Background: an optimization exercise with open tools, aiming at small area. Do not read the settings as production practice. In this exercise RTL edits were held to simulation tests only and were not proved equivalent to the original. Power figures rest on the tool's default switching activity, not on a simulated workload.

==> run Z <==
Design reg_file_mp, start of the top module:
module reg_file_mp
#(
   parameter int DATA_W   = rf_pkg::RF_DATA_W_DEF,
   parameter int ADDR_W   = rf_pkg::RF_ADDR_W_DEF,
   parameter int NRD      = 2,
   parameter int ZERO_REG = 1,
   parameter int BYPASS   = 1
) (
   input  logic                  clk,
   input  logic                  rst,
   input  logic [NRD*ADDR_W-1:0] raddr,
   output logic [NRD*DATA_W-1:0] rdata,
   input  logic                  wa_en,
   input  logic [ADDR_W-1:0]     wa_addr,
   input  logic [DATA_W-1:0]     wa_data,
   input  logic                  wb_en,
   input  logic [ADDR_W-1:0]     wb_addr,
   input  logic [DATA_W-1:0]     wb_data,
   output logic                  busy,
   output logic                  wr_collide
);
==> module rf_clear_ctrl, before the edit <==
module rf_clear_ctrl
#(
   parameter int ADDR_W = rf_pkg::RF_ADDR_W_DEF
) (
   input  logic              clk,
   input  logic              rst,
   output logic              busy,
   output logic              clr_en,
   output logic [ADDR_W-1:0] clr_addr
);
   localparam logic [ADDR_W-1:0] LAST = '1;
   rf_pkg::rf_state_t state_q, state_d;
   logic [ADDR_W-1:0] ptr_q, ptr_d;
   always_ff @(posedge clk) begin
      if (rst) begin
         state_q <= rf_pkg::RF_CLEAR;
         ptr_q   <= '0;
      end else begin
         state_q <= state_d;
         ptr_q   <= ptr_d;
      end
   end
   always_comb begin
      state_d  = state_q;
      ptr_d    = ptr_q;
      busy     = (state_q == rf_pkg::RF_CLEAR);
      clr_en   = 1'b0;
      clr_addr = ptr_q;
      unique case (state_q)
         rf_pkg::RF_CLEAR: begin
            clr_en = !rst;
            ptr_d  = ptr_q + ADDR_W'(1);
            if (ptr_q == LAST) state_d = rf_pkg::RF_RUN;
         end
         rf_pkg::RF_RUN: state_d = rf_pkg::RF_RUN;
      endcase
   end
endmodule
==> module reg_file_mp, before the edit <==
module reg_file_mp
#(
   parameter int DATA_W   = rf_pkg::RF_DATA_W_DEF,
   parameter int ADDR_W   = rf_pkg::RF_ADDR_W_DEF,
   parameter int NRD      = 2,
   parameter int ZERO_REG = 1,
   parameter int BYPASS   = 1
) (
   input  logic                  clk,
   input  logic                  rst,
   input  logic [NRD*ADDR_W-1:0] raddr,
   output logic [NRD*DATA_W-1:0] rdata,
   input  logic                  wa_en,
   input  logic [ADDR_W-1:0]     wa_addr,
   input  logic [DATA_W-1:0]     wa_data,
   input  logic                  wb_en,
   input  logic [ADDR_W-1:0]     wb_addr,
   input  logic [DATA_W-1:0]     wb_data,
   output logic                  busy,
   output logic                  wr_collide
);
   localparam int DEPTH = 2**ADDR_W;
   logic [DATA_W-1:0] mem_q [DEPTH];
   logic              clr_en;
   logic [ADDR_W-1:0] clr_addr;
   logic              same_addr;
   logic              wa_zero, wb_zero;
   logic              wa_we, wb_we;
   logic              coll_d, coll_q;
   rf_clear_ctrl #(
      .ADDR_W(ADDR_W)
   ) u_clr (
      .clk     (clk),
      .rst     (rst),
      .busy    (busy),
      .clr_en  (clr_en),
      .clr_addr(clr_addr)
   );
   assign same_addr = (wa_addr == wb_addr);
   assign wa_zero   = (ZERO_REG != 0) && (wa_addr == '0);
   assign wb_zero   = (ZERO_REG != 0) && (wb_addr == '0);
   assign wa_we = wa_en && !busy && !rst && !wa_zero;
   assign wb_we = wb_en && !busy && !rst && !wb_zero
                  && !(wa_en && same_addr);
   always_ff @(posedge clk) begin
      if (clr_en) begin
         mem_q[clr_addr] <= '0;
      end else begin
         if (wa_we) mem_q[wa_addr] <= wa_data;
         if (wb_we) mem_q[wb_addr] <= wb_data;
      end
   end
   assign coll_d = wa_en && wb_en && same_addr && !busy;
   always_ff @(posedge clk) begin
      if (rst) coll_q <= 1'b0;
      else     coll_q <= coll_d;
   end
   assign wr_collide = coll_q;
   for (genvar g = 0; g < NRD; g++) begin : g_rd
      logic [ADDR_W-1:0] ra;
      logic [DATA_W-1:0] rd;
      assign ra = raddr[g*ADDR_W +: ADDR_W];
      always_comb begin
         rd = mem_q[ra];
         if (busy)
            rd = '0;
         else if ((ZERO_REG != 0) && (ra == '0))
            rd = '0;
         else if ((BYPASS != 0) && wa_en && (wa_addr == ra))
            rd = wa_data;
         else if ((BYPASS != 0) && wb_en && (wb_addr == ra))
            rd = wb_data;
      end
      assign rdata[g*DATA_W +: DATA_W] = rd;
   end
endmodule
Settings: LEC_CHECK=0, CAP_MARGIN=20, CORE_MARGIN=2, CORE_UTILIZATION=40, SLEW_MARGIN=20; clock period 10.0 ns.
run.sh (not shown) runs the stock make flow with config.mk's settings and CLKGATE_MAP_FILE= SYNTH_SCRIPT=/design/flow/synth_recipe.tcl, a recipe that flattens the netlist after the stock synthesis.
==> inputs of run D, as changes to run Z <==
==> flow/design.v (replaced) <==
package rf_pkg;
   localparam int RF_DATA_W_DEF = 32;
   localparam int RF_ADDR_W_DEF = 5;
endpackage
module rf_aoi3 (
   input  logic [2:0] s,
   input  logic [2:0] d,
   output logic       y_n
);
   assign y_n = !((s[0] & d[0]) | (s[1] & d[1]) | (s[2] & d[2]));
endmodule
module rf_nand_red #(
   parameter int N = 11
) (
   input  logic [N-1:0] a_n,
   output logic         y
);
   assign y = !(&a_n);
endmodule
module rf_clear_ctrl
#(
   parameter int ADDR_W = rf_pkg::RF_ADDR_W_DEF
) (
   input  logic clk,
   input  logic rst,
   output logic busy
);
   logic [ADDR_W-1:0] ptr_q;
   logic              busy_q;
   always_ff @(posedge clk) begin
      if (rst) begin
         busy_q <= 1'b1;
         ptr_q  <= '0;
      end else if (busy_q) begin
         ptr_q  <= ptr_q + ADDR_W'(1);
         if (&ptr_q) busy_q <= 1'b0;
      end
   end
   assign busy = busy_q;
endmodule
module reg_file_mp
#(
   parameter int DATA_W   = rf_pkg::RF_DATA_W_DEF,
   parameter int ADDR_W   = rf_pkg::RF_ADDR_W_DEF,
   parameter int NRD      = 2,
   parameter int ZERO_REG = 1,
   parameter int BYPASS   = 1
) (
   input  logic                  clk,
   input  logic                  rst,
   input  logic [NRD*ADDR_W-1:0] raddr,
   output logic [NRD*DATA_W-1:0] rdata,
   input  logic                  wa_en,
   input  logic [ADDR_W-1:0]     wa_addr,
   input  logic [DATA_W-1:0]     wa_data,
   input  logic                  wb_en,
   input  logic [ADDR_W-1:0]     wb_addr,
   input  logic [DATA_W-1:0]     wb_data,
   output logic                  busy,
   output logic                  wr_collide
);
   localparam int DEPTH = 2**ADDR_W;
   localparam int NT = DEPTH + 1;
   localparam int NG = (NT + 2) / 3;
   logic [DATA_W-1:0] mem_q [1:DEPTH-1];
   logic              same_addr;
   logic              coll_q;
   rf_clear_ctrl #(
      .ADDR_W(ADDR_W)
   ) u_clr (
      .clk (clk),
      .rst (rst),
      .busy(busy)
   );
   assign same_addr = (wa_addr == wb_addr);
   for (genvar r = 1; r < DEPTH; r++) begin : g_row
      logic a_sel, b_sel, h_sel;
      assign a_sel = !busy && wa_en && (wa_addr == ADDR_W'(r));
      assign b_sel = !busy && wb_en && (wb_addr == ADDR_W'(r))
                     && !(wa_en && same_addr);
      assign h_sel = !busy && !(wa_en && (wa_addr == ADDR_W'(r)))
                     && !(wb_en && (wb_addr == ADDR_W'(r)));
      always_ff @(posedge clk) begin
         mem_q[r] <= ({DATA_W{a_sel}} & wa_data)
                   | ({DATA_W{b_sel}} & wb_data)
                   | ({DATA_W{h_sel}} & mem_q[r]);
      end
   end
   always_ff @(posedge clk) begin
      if (rst) coll_q <= 1'b0;
      else     coll_q <= wa_en && wb_en && same_addr && !busy;
   end
   assign wr_collide = coll_q;
   for (genvar g = 0; g < NRD; g++) begin : g_rd
      logic [ADDR_W-1:0] ra;
      logic              hit_a, hit_b, ok;
      logic [3*NG-1:0]   sel;
      assign ra    = raddr[g*ADDR_W +: ADDR_W];
      assign ok    = !busy && (ra != '0);
      assign hit_a = wa_en && (wa_addr == ra);
      assign hit_b = wb_en && (wb_addr == ra);
      always_comb begin
         sel    = '0;
         sel[0] = ok && hit_a;
         sel[1] = ok && !hit_a && hit_b;
         for (int r = 1; r < DEPTH; r++)
            sel[r+1] = ok && !hit_a && !hit_b && (ra == ADDR_W'(r));
      end
      for (genvar b = 0; b < DATA_W; b++) begin : g_bit
         logic [3*NG-1:0] src;
         logic [NG-1:0]   part_n;
         always_comb begin
            src    = '0;
            src[0] = wa_data[b];
            src[1] = wb_data[b];
            for (int r = 1; r < DEPTH; r++) src[r+1] = mem_q[r][b];
         end
         for (genvar k = 0; k < NG; k++) begin : g_grp
            rf_aoi3 u_aoi (
               .s  (sel[3*k +: 3]),
               .d  (src[3*k +: 3]),
               .y_n(part_n[k])
            );
         end
         rf_nand_red #(
            .N(NG)
         ) u_red (
            .a_n(part_n),
            .y  (rdata[g*DATA_W + b])
         );
      end
   end
endmodule
--- a/flow/config.mk
+++ b/flow/config.mk
@@ -10,2 +10,3 @@
 export CORE_UTILIZATION = 40
 export SLEW_MARGIN = 20
+export SYNTH_HIERARCHICAL = 1
==> comparison table <==
| quantity | run Z | run D |
|---|---|---|
| Run status | finished clean | finished clean |
| End point of the worst hold path | u_clr.ptr_q[4] | mem_q[3][20] |
| Highest routed layer | met4 | met5 |
| Met3 Usage GRT | 7.81% | 23.2% |
| Clock network fraction of design power | 43.5% | 49.6% |
| Global routing usage on met1 | 41.2% | 53.5% |
| Tapcells inserted | 2016 | 1524 |
| Worst Hold Margin | 0.603 ns | 0.507 ns |
| Number of storage elements in the synthesis netlist | 1031 | 999 |
| Static leakage | 21.3 nW | 17.3 nW |
| Repair and plain buffers | 302 | 432 |
| Combinational power | 758 uW | 316 uW |
| Top_reg_cell synth | sky130_fd_sc_hd__edfxtp_1 | sky130_fd_sc_hd__dfxtp_1 |
| Combinational cell fraction of total power | 7.8% | 3.7% |
| Antenna violations before repair | 5 | 16 |
| CTS Sinks | 1031 | 999 |
| Share of total power in sequential cells | 48.7% | 46.7% |
| Placed Instances | 5920 | 6321 |
| Heaviest power group | registers | clock |
| Non-clock inverter instance count of the final layout | 36 | 66 |
| Beginning of the critical path | raddr[1] | wa_addr[4] |
| Register share of the cell area | 45.7% | 36.7% |

==> port drivers added, routing unchanged <==
Ports are ideal in the flow. The routed layouts listed here were re-timed in OpenROAD. Step 1, drivers: a clkbuf_16 drives clk and a buf_2 each remaining input, both assumed. Step 2 adds t to the input delays and takes it off the output delays; t is the mean of the earliest and latest rising clock arrival at the registers after step 1. Input paths then give back, and output paths get back, about the clock's delay inside the block. Three values: no drivers, after step 1, after step 2; two values: the first two.
run	t (ns)	setup slack, ns	cell pins on the clock port's net
run Z	0.819	1.651 / 1.617 / 1.617	1
run D	0.837	1.108 / 1.084 / 1.084	1
After both steps setup and hold are still met in every run listed. The setup slack of run Z, which loses most, moves by -0.034 ns with the drivers and by -0.034 ns with both steps.
